Context: an optimization exercise on an open-source flow, tuned for small area. The choices shown serve that exercise and are no tape-out recipe. In this exercise RTL edits were held to simulation tests only and were not proved equivalent to the original. Power is estimated from default activity; no workload was simulated.

===== flow/design.v =====
package hub_pkg;
  localparam int DATA_W = 32;
  localparam int ADDR_W = 24;   
  localparam int BLK_W  = 4;    
  localparam int OFS_W  = 8;    
  localparam int DIV_W  = 16;   
  localparam int BLK_GPIO  = 0;
  localparam int BLK_UART0 = 1;  
  localparam logic [1:0] UART_CR  = 2'd0;
  localparam logic [1:0] UART_SR  = 2'd1;
  localparam logic [1:0] UART_TDR = 2'd2;
  localparam logic [1:0] UART_RDR = 2'd3;
  localparam logic GPIO_OUT = 1'b0;
  localparam logic GPIO_IN  = 1'b1;
  localparam int CR_DIV_MSB = DIV_W - 1;  
  localparam int CR_RX_IE   = 16;
  localparam int CR_TX_IE   = 17;
  localparam int SR_RX_READY = 0;
  localparam int SR_TX_BUSY  = 1;
  localparam int SR_OVERRUN  = 2;
  localparam int BLK_LSB = 8;
endpackage
import hub_pkg::*;
module ebi_slave #(
  parameter int NUM_UART = 2,
  parameter int NUM_BLK  = NUM_UART + 1   
) (
  input  logic                        clk,
  input  logic                        rst_i,
  input  logic                        cs_n_i,
  input  logic                        oe_n_i,
  input  logic [3:0]                  we_n_i,
  input  logic                        rd_wr_i,
  input  logic [hub_pkg::ADDR_W-1:0]  ebi_addr_i,
  input  logic [hub_pkg::DATA_W-1:0]  ebi_data_i,
  output logic [hub_pkg::DATA_W-1:0]  ebi_data_o,
  output logic                        ebi_data_oe_o,
  output logic [hub_pkg::ADDR_W-1:0]  bus_addr_o,
  output logic [hub_pkg::DATA_W-1:0]  bus_wr_data_o,
  output logic [3:0]                  bus_byte_en_o,    
  output logic [NUM_BLK-1:0]          bus_wr_en_o,      
  output logic [NUM_BLK-1:0]          bus_rd_en_o,      
  input  logic [NUM_BLK*hub_pkg::DATA_W-1:0] bus_rd_data_i   
);
  localparam logic [6:0] CTL_IDLE = 7'h7f;
  logic [6:0]         ctl_s1, ctl_s2;   
  logic [ADDR_W-1:0]  addr_s1, addr_s2, addr_q;
  logic [DATA_W-1:0]  data_s1, data_s2, wdata_q;
  logic [3:0]         be_q;
  logic               cs_n_s, oe_n_s, rd_wr_s;
  logic [3:0]         we_n_s;
  logic               wr_lvl, rd_lvl, acc_start, active;
  logic               wr_go, rd_go, rd_go_d;
  logic [NUM_BLK-1:0] blk_sel, hit_q;
  logic [DATA_W-1:0]  rd_mux;
  always_ff @(posedge clk) begin
    if (rst_i) begin
      ctl_s1 <= CTL_IDLE;
      ctl_s2 <= CTL_IDLE;
    end else begin
      ctl_s1 <= {cs_n_i, oe_n_i, rd_wr_i, we_n_i};
      ctl_s2 <= ctl_s1;
    end
  end
  always_ff @(posedge clk) begin
    addr_s1 <= ebi_addr_i;
    addr_s2 <= addr_s1;
    data_s1 <= ebi_data_i;
    data_s2 <= data_s1;
  end
  assign {cs_n_s, oe_n_s, rd_wr_s, we_n_s} = ctl_s2;
  assign wr_lvl    = !cs_n_s && !rd_wr_s && (we_n_s != 4'hf);
  assign rd_lvl    = !cs_n_s && !oe_n_s && rd_wr_s;
  assign acc_start = (wr_lvl || rd_lvl) && !active;  
  always_comb begin
    for (int b = 0; b < NUM_BLK; b++) begin
      blk_sel[b] = (addr_s2[BLK_LSB +: BLK_W] == BLK_W'(b));   
    end
  end
  always_ff @(posedge clk) begin
    if (rst_i) begin
      active  <= 1'b0;
      wr_go   <= 1'b0;
      rd_go   <= 1'b0;
      rd_go_d <= 1'b0;
      hit_q   <= '0;
    end else begin
      active  <= wr_lvl || rd_lvl;
      wr_go   <= wr_lvl && !active;
      rd_go   <= rd_lvl && !active;
      rd_go_d <= rd_go;   
      if (acc_start) hit_q <= blk_sel;
    end
  end
  always_ff @(posedge clk) begin
    if (acc_start) begin
      addr_q  <= addr_s2;
      wdata_q <= data_s2;
      be_q    <= ~we_n_s;
    end
  end
  assign bus_addr_o    = addr_q;
  assign bus_wr_data_o = wdata_q;
  assign bus_byte_en_o = be_q;
  assign bus_wr_en_o   = {NUM_BLK{wr_go}} & hit_q;
  assign bus_rd_en_o   = {NUM_BLK{rd_go}} & hit_q;
  always_comb begin
    rd_mux = '0;
    for (int b = 0; b < NUM_BLK; b++) begin
      if (hit_q[b]) rd_mux = bus_rd_data_i[b*DATA_W +: DATA_W];
    end
  end
  always_ff @(posedge clk) begin
    if (rst_i) begin
      ebi_data_oe_o <= 1'b0;
      ebi_data_o    <= '0;
    end else if (rd_go_d) begin
      ebi_data_oe_o <= 1'b1;
      ebi_data_o    <= rd_mux;
    end else if (!rd_lvl) begin
      ebi_data_oe_o <= 1'b0;
    end
  end
endmodule
import hub_pkg::*;
module uart_regs (
  input  logic                      clk,
  input  logic                      rst_i,
  input  logic [7:0]                rx_byte_i,
  input  logic                      rx_valid_i,
  input  logic                      tx_busy_i,
  input  logic [hub_pkg::ADDR_W-1:0] bus_addr_i,
  input  logic [hub_pkg::DATA_W-1:0] bus_wr_data_i,
  input  logic [3:0]                 bus_byte_en_i,
  input  logic                       bus_wr_en_i,
  input  logic                       bus_rd_en_i,
  output logic [hub_pkg::DATA_W-1:0] bus_rd_data_o,
  output logic                      tx_start_o,
  output logic [7:0]                tx_byte_o,
  output logic [hub_pkg::DIV_W-1:0] divisor_o,
  output logic                      uart_int_o
);
  logic [CR_TX_IE:0] cr_q;   
  logic [7:0]        rdr_q;
  logic              rx_ready_q, overrun_q;
  logic [1:0]        sel;
  logic              tdr_wr, rdr_rd, sr_rd;
  logic [DATA_W-1:0] sr_word, rd_word;
  assign sel    = bus_addr_i[1:0];
  assign tdr_wr = bus_wr_en_i && (sel == UART_TDR);
  assign rdr_rd = bus_rd_en_i && (sel == UART_RDR);
  assign sr_rd  = bus_rd_en_i && (sel == UART_SR);
  always_ff @(posedge clk) begin
    if (rst_i) begin
      cr_q <= '0;
    end else if (bus_wr_en_i && sel == UART_CR) begin
      if (bus_byte_en_i[0]) cr_q[7:0] <= bus_wr_data_i[7:0];
      if (bus_byte_en_i[1]) cr_q[CR_DIV_MSB:8] <= bus_wr_data_i[CR_DIV_MSB:8];
      if (bus_byte_en_i[2]) cr_q[CR_TX_IE:CR_RX_IE] <= bus_wr_data_i[CR_TX_IE:CR_RX_IE];
    end
  end
  always_ff @(posedge clk) begin
    if (rst_i) tx_start_o <= 1'b0;
    else       tx_start_o <= tdr_wr && !tx_busy_i;
  end
  always_ff @(posedge clk) begin
    if (tdr_wr && !tx_busy_i) tx_byte_o <= bus_wr_data_i[7:0];
  end
  always_ff @(posedge clk) begin
    if (rst_i) begin
      rdr_q      <= '0;
      rx_ready_q <= 1'b0;
      overrun_q  <= 1'b0;
    end else begin
      if (rx_valid_i) begin
        rdr_q      <= rx_byte_i;
        rx_ready_q <= 1'b1;
      end else if (rdr_rd) begin
        rx_ready_q <= 1'b0;
      end
      if (rx_valid_i && rx_ready_q && !rdr_rd) overrun_q <= 1'b1;
      else if (sr_rd)                          overrun_q <= 1'b0;
    end
  end
  always_comb begin
    sr_word              = '0;
    sr_word[SR_RX_READY] = rx_ready_q;
    sr_word[SR_TX_BUSY]  = tx_busy_i;
    sr_word[SR_OVERRUN]  = overrun_q;
    case (sel)
      UART_CR:  rd_word = DATA_W'(cr_q);
      UART_SR:  rd_word = sr_word;
      UART_RDR: rd_word = DATA_W'(rdr_q);
      default:  rd_word = '0;   
    endcase
  end
  always_ff @(posedge clk) begin
    if (rst_i)           bus_rd_data_o <= '0;
    else if (bus_rd_en_i)  bus_rd_data_o <= rd_word;
  end
  assign divisor_o  = cr_q[CR_DIV_MSB:0];
  assign uart_int_o = (rx_ready_q && cr_q[CR_RX_IE]) || (!tx_busy_i && cr_q[CR_TX_IE]);
endmodule
import hub_pkg::*;
module uart_txrx (
  input  logic                      clk,
  input  logic                      rst_i,
  input  logic [hub_pkg::DIV_W-1:0] divisor_i,
  input  logic                      tx_start_i,
  input  logic [7:0]                tx_byte_i,
  input  logic                      srx_i,
  output logic                      stx_o,
  output logic                      tx_busy_o,
  output logic                      rx_valid_o,
  output logic [7:0]                rx_byte_o
);
  logic [DIV_W-1:0] tx_tmr, rx_tmr;
  logic [3:0]       tx_cnt, rx_cnt;
  logic [9:0]       tx_sh;     
  logic [1:0]       rx_sync;
  logic             rx_prev, rx_busy;
  logic [7:0]       rx_sh;
  always_ff @(posedge clk) begin
    if (rst_i) begin
      tx_sh     <= '1;   
      tx_cnt    <= '0;
      tx_tmr    <= '0;
      tx_busy_o <= 1'b0;
    end else if (!tx_busy_o) begin
      if (tx_start_i) begin
        tx_sh     <= {1'b1, tx_byte_i, 1'b0};
        tx_cnt    <= 4'd10;
        tx_tmr    <= divisor_i;
        tx_busy_o <= 1'b1;
      end
    end else if (tx_tmr != '0) begin
      tx_tmr <= tx_tmr - 1'b1;
    end else begin
      tx_tmr <= divisor_i;
      tx_sh  <= {1'b1, tx_sh[9:1]};   
      tx_cnt <= tx_cnt - 1'b1;
      if (tx_cnt == 4'd1) tx_busy_o <= 1'b0;   
    end
  end
  assign stx_o = tx_sh[0];
  always_ff @(posedge clk) begin
    if (rst_i) begin
      rx_sync <= 2'b11;
      rx_prev <= 1'b1;
    end else begin
      rx_sync <= {rx_sync[0], srx_i};
      rx_prev <= rx_sync[1];
    end
  end
  always_ff @(posedge clk) begin
    if (rst_i) begin
      rx_busy    <= 1'b0;
      rx_cnt     <= '0;
      rx_tmr     <= '0;
      rx_valid_o <= 1'b0;
    end else begin
      rx_valid_o <= 1'b0;
      if (!rx_busy) begin
        if (rx_prev && !rx_sync[1]) begin   
          rx_busy <= 1'b1;
          rx_cnt  <= '0;
          rx_tmr  <= divisor_i >> 1;   
        end
      end else if (rx_tmr != '0) begin
        rx_tmr <= rx_tmr - 1'b1;
      end else begin
        rx_tmr <= divisor_i;
        rx_cnt <= rx_cnt + 1'b1;
        if (rx_cnt == 4'd0) begin
          if (rx_sync[1]) rx_busy <= 1'b0;   
        end else if (rx_cnt == 4'd9) begin
          rx_busy    <= 1'b0;
          rx_valid_o <= rx_sync[1];   
        end
      end
    end
  end
  always_ff @(posedge clk) begin
    if (rx_busy && rx_tmr == '0 && rx_cnt >= 4'd1 && rx_cnt <= 4'd8) begin
      rx_sh <= {rx_sync[1], rx_sh[7:1]};
    end
  end
  assign rx_byte_o = rx_sh;
endmodule
import hub_pkg::*;
module gpio_bank #(
  parameter int NUM_GPIO = 3
) (
  input  logic                                clk,
  input  logic                                rst_i,
  input  logic [NUM_GPIO*hub_pkg::DATA_W-1:0] input_pad_i,
  input  logic [hub_pkg::ADDR_W-1:0]          bus_addr_i,
  input  logic [hub_pkg::DATA_W-1:0]          bus_wr_data_i,
  input  logic [3:0]                          bus_byte_en_i,
  input  logic                                bus_wr_en_i,
  input  logic                                bus_rd_en_i,
  output logic [hub_pkg::DATA_W-1:0]          bus_rd_data_o,
  output logic [NUM_GPIO*hub_pkg::DATA_W-1:0] output_pad_o
);
  logic [NUM_GPIO*DATA_W-1:0] in_meta, in_q;
  logic [2:0]                 bank;
  logic                       kind;
  logic [DATA_W-1:0]          rd_word;
  assign bank = bus_addr_i[3:1];
  assign kind = bus_addr_i[0];
  always_ff @(posedge clk) begin
    if (rst_i) begin
      in_meta <= '0;
      in_q    <= '0;
    end else begin
      in_meta <= input_pad_i;
      in_q    <= in_meta;
    end
  end
  always_ff @(posedge clk) begin
    if (rst_i) begin
      output_pad_o <= '0;
    end else if (bus_wr_en_i && kind == GPIO_OUT) begin
      for (int b = 0; b < NUM_GPIO; b++) begin
        for (int l = 0; l < 4; l++) begin
          if (bank == 3'(b) && bus_byte_en_i[l])
            output_pad_o[b*DATA_W + 8*l +: 8] <= bus_wr_data_i[8*l +: 8];
        end
      end
    end
  end
  always_comb begin
    rd_word = '0;   
    for (int b = 0; b < NUM_GPIO; b++) begin
      if (bank == 3'(b)) rd_word = (kind == GPIO_IN) ? in_q[b*DATA_W +: DATA_W]
                                                     : output_pad_o[b*DATA_W +: DATA_W];
    end
  end
  always_ff @(posedge clk) begin
    if (rst_i)            bus_rd_data_o <= '0;
    else if (bus_rd_en_i) bus_rd_data_o <= rd_word;
  end
endmodule
import hub_pkg::*;
module ebi_periph_top #(
  parameter int NUM_UART = 2,
  parameter int NUM_GPIO = 3
) (
  input  logic                                clk,
  input  logic                                rst_i,
  input  logic                                cs_n_i,
  input  logic                                oe_n_i,
  input  logic [3:0]                          we_n_i,
  input  logic                                rd_wr_i,
  input  logic [hub_pkg::ADDR_W-1:0]          ebi_addr_i,
  input  logic [hub_pkg::DATA_W-1:0]          ebi_data_i,
  input  logic [NUM_UART-1:0]                 srx_i,
  input  logic [NUM_GPIO*hub_pkg::DATA_W-1:0] input_pad_i,    
  output logic [hub_pkg::DATA_W-1:0]          ebi_data_o,
  output logic                                ebi_data_oe_o,
  output logic [NUM_UART-1:0]                 stx_o,
  output logic [NUM_UART-1:0]                 uart_int_o,
  output logic [NUM_GPIO*hub_pkg::DATA_W-1:0] output_pad_o    
);
  localparam int NUM_BLK = NUM_UART + 1;   
  logic [ADDR_W-1:0]         bus_addr;
  logic [DATA_W-1:0]         bus_wr_data;
  logic [3:0]                bus_byte_en;
  logic [NUM_BLK-1:0]        bus_wr_en, bus_rd_en;
  logic [NUM_BLK*DATA_W-1:0] bus_rd_data;
  ebi_slave #(
    .NUM_UART(NUM_UART)
  ) ebi_slave_i (
    .clk(clk),
    .rst_i(rst_i),
    .cs_n_i(cs_n_i),
    .oe_n_i(oe_n_i),
    .we_n_i(we_n_i),
    .rd_wr_i(rd_wr_i),
    .ebi_addr_i(ebi_addr_i),
    .ebi_data_i(ebi_data_i),
    .ebi_data_o(ebi_data_o),
    .ebi_data_oe_o(ebi_data_oe_o),
    .bus_addr_o(bus_addr),
    .bus_wr_data_o(bus_wr_data),
    .bus_byte_en_o(bus_byte_en),
    .bus_wr_en_o(bus_wr_en),
    .bus_rd_en_o(bus_rd_en),
    .bus_rd_data_i(bus_rd_data)
  );
  gpio_bank #(
    .NUM_GPIO(NUM_GPIO)
  ) gpio_bank_i (
    .clk(clk),
    .rst_i(rst_i),
    .input_pad_i(input_pad_i),
    .bus_addr_i(bus_addr),
    .bus_wr_data_i(bus_wr_data),
    .bus_byte_en_i(bus_byte_en),
    .bus_wr_en_i(bus_wr_en[BLK_GPIO]),
    .bus_rd_en_i(bus_rd_en[BLK_GPIO]),
    .bus_rd_data_o(bus_rd_data[BLK_GPIO*DATA_W +: DATA_W]),
    .output_pad_o(output_pad_o)
  );
  for (genvar g = 0; g < NUM_UART; g++) begin : g_uart
    logic             tx_start, tx_busy, rx_valid;
    logic [7:0]       tx_byte, rx_byte;
    logic [DIV_W-1:0] divisor;
    uart_regs uart_regs_i (
      .clk(clk),
      .rst_i(rst_i),
      .rx_byte_i(rx_byte),
      .rx_valid_i(rx_valid),
      .tx_busy_i(tx_busy),
      .bus_addr_i(bus_addr),
      .bus_wr_data_i(bus_wr_data),
      .bus_byte_en_i(bus_byte_en),
      .bus_wr_en_i(bus_wr_en[BLK_UART0 + g]),
      .bus_rd_en_i(bus_rd_en[BLK_UART0 + g]),
      .bus_rd_data_o(bus_rd_data[(BLK_UART0 + g)*DATA_W +: DATA_W]),
      .tx_start_o(tx_start),
      .tx_byte_o(tx_byte),
      .divisor_o(divisor),
      .uart_int_o(uart_int_o[g])
    );
    uart_txrx uart_txrx_i (
      .clk(clk),
      .rst_i(rst_i),
      .divisor_i(divisor),
      .tx_start_i(tx_start),
      .tx_byte_i(tx_byte),
      .srx_i(srx_i[g]),
      .stx_o(stx_o[g]),
      .tx_busy_o(tx_busy),
      .rx_valid_o(rx_valid),
      .rx_byte_o(rx_byte)
    );
  end
endmodule

===== flow/run.sh =====
#!/bin/bash
# synth_recipe.tcl (not shown) runs the flow's synth.tcl, then flattens the netlist and writes it again
# the make line also repeats each setting of config.mk as NAME=value (left out here)
make -C /OpenROAD-flow-scripts/flow DESIGN_CONFIG=/design/flow/config.mk WORK_HOME=/design/flow/orfs CLKGATE_MAP_FILE= SYNTH_SCRIPT=/design/flow/synth_recipe.tcl finish

===== flow/config.mk =====
export PLATFORM = sky130hd
export DESIGN_NAME = ebi_periph_top
export DESIGN_NICKNAME = ebi_periph_top
export VERILOG_FILES = /design/flow/design.v
export SDC_FILE = /design/flow/constraint.sdc
export NUM_CORES = 4
export LEC_CHECK = 0
export CAP_MARGIN = 20
export CORE_MARGIN = 2
export CORE_UTILIZATION = 40
export SLEW_MARGIN = 20

===== flow/constraint.sdc =====
create_clock -name core_clock -period 5.0 [get_ports {clk}]
set_input_delay 1.0000 -clock core_clock [delete_from_list [all_inputs] [get_ports {clk}]]
set_output_delay 1.0000 -clock core_clock [all_outputs]
set_load 0.01 [all_outputs]

==> run notes <==
## layout make-up
| type | instances | area, µm² |
|---|---|---|
| inverters | 31 | 116 |
| multi-input cells | 1767 | 11200 |
| clock inverters | 31 | 435 |
| flip-flops and latches | 730 | 15300 |
| well taps | 873 | 1090 |
| repair buffers | 309 | 3050 |
| fillers | 6022 | 34000 |
| clock buffers | 109 | 2210 |
## flip-flops by register name, indices dropped and copies added, names as in the netlist, 32 cells and up
register,cells
ebi_slave_i.data_s1,32
gpio_bank_i.in_meta,96
g_uart.uart_regs_i.bus_rd_data_o,36
g_uart.uart_txrx_i.tx_tmr,32
ebi_slave_i.ebi_data_o,32
gpio_bank_i.output_pad_o,96
ebi_slave_i.wdata_q,32
ebi_slave_i.data_s2,32
g_uart.uart_txrx_i.rx_tmr,32
gpio_bank_i.bus_rd_data_o,32
g_uart.uart_regs_i.cr_q,36
gpio_bank_i.in_q,96
## layout by cell type, fill, tap and decap left out, types with 32 or more instances in the layout
cell type / Yosys / layout
sky130_fd_sc_hd__clkdlybuf4s50_1: 0 / 278
sky130_fd_sc_hd__nor2_1: 306 / 304
sky130_fd_sc_hd__a211oi_1: 55 / 54
sky130_fd_sc_hd__nor2b_1: 234 / 231
sky130_fd_sc_hd__nor3_1: 51 / 49
sky130_fd_sc_hd__clkbuf_16: 0 / 78
sky130_fd_sc_hd__a21oi_1: 146 / 146
sky130_fd_sc_hd__nand2_1: 194 / 193
sky130_fd_sc_hd__edfxtp_1: 72 / 72
sky130_fd_sc_hd__mux2i_1: 255 / 255
sky130_fd_sc_hd__dfxtp_1: 658 / 657
sky130_fd_sc_hd__o21ai_0: 88 / 88
sky130_fd_sc_hd__nand3_1: 48 / 48
sky130_fd_sc_hd__o221ai_1: 32 / 32
## through the flow
step	total power, µW	worst slack (ns)
detailed placement	6960	2.06
finish	12700	1.64
global placement	6950	1.87
CTS	12800	1.61
floorplan	6700	2.09
global route	13200	1.59
## final timing paths
kind                                                     from                                       end  slack (ns)  depth (start not counted)
setup reg to reg              ebi_slave_i.addr_q[1]$_DFFE_PP_  gpio_bank_i.output_pad_o[4]$_SDFFE_PP0P_        2.05                          5
setup / recovery  g_uart[0].uart_regs_i.cr_q[17]$_SDFFE_PP0P_                             uart_int_o[0]        1.64                          3
hold reg to reg                ebi_slave_i.addr_s1[1]$_DFF_P_            ebi_slave_i.addr_s2[1]$_DFF_P_        0.32                          0
hold / removal                 ebi_slave_i.addr_s1[1]$_DFF_P_            ebi_slave_i.addr_s2[1]$_DFF_P_        0.32                          0
## synth_stat cells, drive strengths merged, types with 5 or more instances
master   instances  area [µm²]
a2111oi          6        60.1
a211oi          55         413
a21o             7        52.6
a21oi          146         731
a221oi          17         149
a22oi           22         165
a311oi          16         140
a31oi           16         100
a32oi            5        43.8
and2            16         100
and3             5        31.3
and3b           19         166
buf             30         141
clkbuf         151         567
dfxtp          658       13200
edfxtp          72        2160
ha              18         225
inv             30         113
mux2i          255        2550
nand2          194         728
nand2b           9        56.3
nand3           48         240
nand3b           5        37.5
nand4           14        87.6
nor2           310        1170
nor2b          234        1460
nor3            55         295
nor3b            6        45.0
nor4            19         164
o211ai           9        67.6
o21ai           89         445
o221ai          32         280
o22ai            5        31.3
o31ai            8        60.1
o32ai           10        87.6
or2             27         169
or3              9        56.3
or4             12        93.8
xnor2           11        96.3
xor2            10        87.6
## layer usage
layer | wire [µm] | GRT usage [%]
met5 | 0 | 0
met1 | 36200 | 30.2
met3 | 4630 | 4.19
met4 | 2250 | 7.27
met2 | 35700 | 34.6
## kinds of logic after synthesis
logic type | Yosys count
AND/OR/NAND/NOR | 1002
flip-flops | 730
AO/OA/AOI/OAI | 469
multiplexers | 257
buffers and inverters | 212
XOR/XNOR | 21
adder cells (fa/ha/maj) | 18
## power by group through the flow
stage	registers [µW]	clock network (µW)	logic, µW
after floorplan	6210	0	490
after global placement	6230	0	717
after detailed placement	6230	0	727
after CTS	6110	6000	730
after global routing	6120	6240	814
final	6110	5880	731
==> run notes <==
- The die covers 70300 µm².
- Category of cells accounting for the largest share of critical-path delay: buffers and inverters
- Most used flip-flop cell after synthesis: sky130_fd_sc_hd__dfxtp_1
- Final cell count without fillers: 3850
- Count of cell types in the netlist: 70
* Number of max-cap violations: 0
- Arrival time worst endpoint: 2.36 ns
- For this run, the top clock speed supported by timing is 298 MHz.
* Aggregate global-route resource usage: 21.9%
* Post-synthesis adder-cell area fraction: 0.825%
- Syn nets: 2890
* Max Clock Skew: 0.0315 ns
* Proportion of synthesized area in mux cells: 9.44%
- Post-synthesis compound-gate area fraction: 11.2%
* Simple-gate share of the synthesized area: 18.6%
* Slew of the pin with the lowest slew margin: 1.04 ns
- Dividing the detail-routed wire length by the instance count gives 20.5 µm.
* #FFs+latches synth: 730
- Power per cell area: 381 nW/µm²
- The number of antenna diodes in the final layout is 0.
- Clock Path Buffers: 3
- Number of top-level pins: 296
* Warning count from the yosys run: 4
* Detailed Routing Iterations Pass 1: 5
- Using the TritonRoute via totals, the vias-per-cell ratio works out to 5.36.
- Unrepaired setup endpoints after global routing: no
- Switch share: 22.8%
- Vertical extent of the die: 265 µm
- Share of the clock period used by the worst path after layout: 67.1%
- CTS root buf: sky130_fd_sc_hd__clkbuf_16
* Number of buffer and inverter stages on the critical path: 2
- Synthesized instance count: 2709
- The net count of the finished layout is 3097.
* Global-route congestion overflow total: 0
* Final weighted congestion of routability-driven global placement: 0.842
* Worst Path Class, Setup: reg2out
- Of the synthesized area, sequential elements account for 56.2%.
* Number of antenna violations at the first check in global routing: 3
- The floorplan has 95 rows.
* First DRT Iteration DRCs: 1744
- TritonCTS built the clock tree.
* Switching power: 2910 µW
- Slew headroom: 30.3%
* Via count of the first global-routing pass: 20000
- The run finished with no timing, DRC or antenna violations.
- Number of synthesized flops with an enable pin: 72
* Final setup viols: 0
- After synthesis, the largest family of logic cells by area is simple AND/OR/NAND/NOR gates.
- Buffers inserted during post-CTS setup optimization: 0
* Required arrival time at the worst endpoint: 4.00 ns
- In this run, the combinational gates consume 5.7% of the power.
- The core region is 67400 µm².
- Among all stages on the critical path, the largest delay is contributed by sky130_fd_sc_hd__clkdlybuf4s50_1.
* Worst hold slack: 0.322 ns
- The initial utilization of the core area, before any placement, comes to 40.5%.
- Longest individual stage delay on the worst path: 0.68 ns
- Entering global routing, the biggest net connects 222 pins.
* Sum of net half-perimeters after detailed placement: 53.6 mm
- Post-synth design cell area: 27300 µm²
- Counting tap cells, the placed design contains a total of 3710 instances.
- The final layout contains routed wiring with a total length of 78.8 mm.
- Cell internal power was estimated by the tool at 9810 µW.
- Layout cells sized above 1: 7.22%
- Resized cells post-CTS: 0
- After routing, the total negative slack on setup checks comes to 0 ns.
- Summing all placed instances gives a cell area of 30700 µm².
- CTS saw 730 sinks.
- Measured on the finished design, the core utilization comes to 49.6%.
- Proportion of register bits with asynchronous set or reset after synthesis: 0%
- The number of endpoints with negative hold slack in the final report is 0.
- Floorplan die width: 265 µm
- Buffers on Ports: 279
- Critical-path maximum fanout: 3
* Share of total power in the clock network: 46.2%
- The clock tree synthesis step divided the H-tree into 3 levels.
* Post-Synth XOR/XNOR Area: 0.674%
- Type of the tightest min-delay check: reg2reg
* Skew-Pair Late Insertion Delay: 0.64 ns
- Minimum period implied by the final worst setup slack: 3.36 ns
- Design area: 33400 µm²
- Across all layers, the routed design uses 20600 vias.
- The share of total power dissipated in sequential elements is 48.0%.
* Leakage dissipation: 0.0123 µW
- Clock-pin slew was measured on the worst setup and hold paths at 0.06 ns.
- The number of slew-limit violations in the final report is 0.
- In the routed design, unresolved DRC markers number 0.
- The number of hold buffers added after CTS was 0.
- The worst setup path is launched from a flip-flop.
* Critical path, cell by cell: inv_1, o21ai_0, clkdlybuf4s50_1
* Endpoint kind of the worst setup timing path: output pin
- Across the VDD grid, the largest voltage drop is 0.234 mV.
* First-pass GRT wire length: 120 mm
- The detail route stage leaves a number of antenna-violating nets equal to 0.
* Area growth from synthesis to final layout: 22.4%
- The average instance in the mapped netlist occupies 10.1 µm².
* Number of CTS-inserted buffers: 77

static timing again, ports no longer ideal:
No port has a modelled driver above. Below, the same layout with a new extraction and two added sets of constraints. Step 1: set_driving_cell puts a clkbuf_16 on clk and a buf_2 on each other input, an assumption about the parent block. Step 2 also shifts input and output timing later by t, the mid clock arrival at the registers, as if the neighbouring blocks saw the same clock. Three values: no drivers, after step 1, after step 2; two values: the first two.
t (ns): 0.694
slack for setup (ns): 1.644 / 1.577 / 2.054
worst setup path after step 2: register to register
After both steps this run still meets setup and hold. The setup slack of this run moves by -0.067 ns with the drivers and by +0.410 ns with both steps.
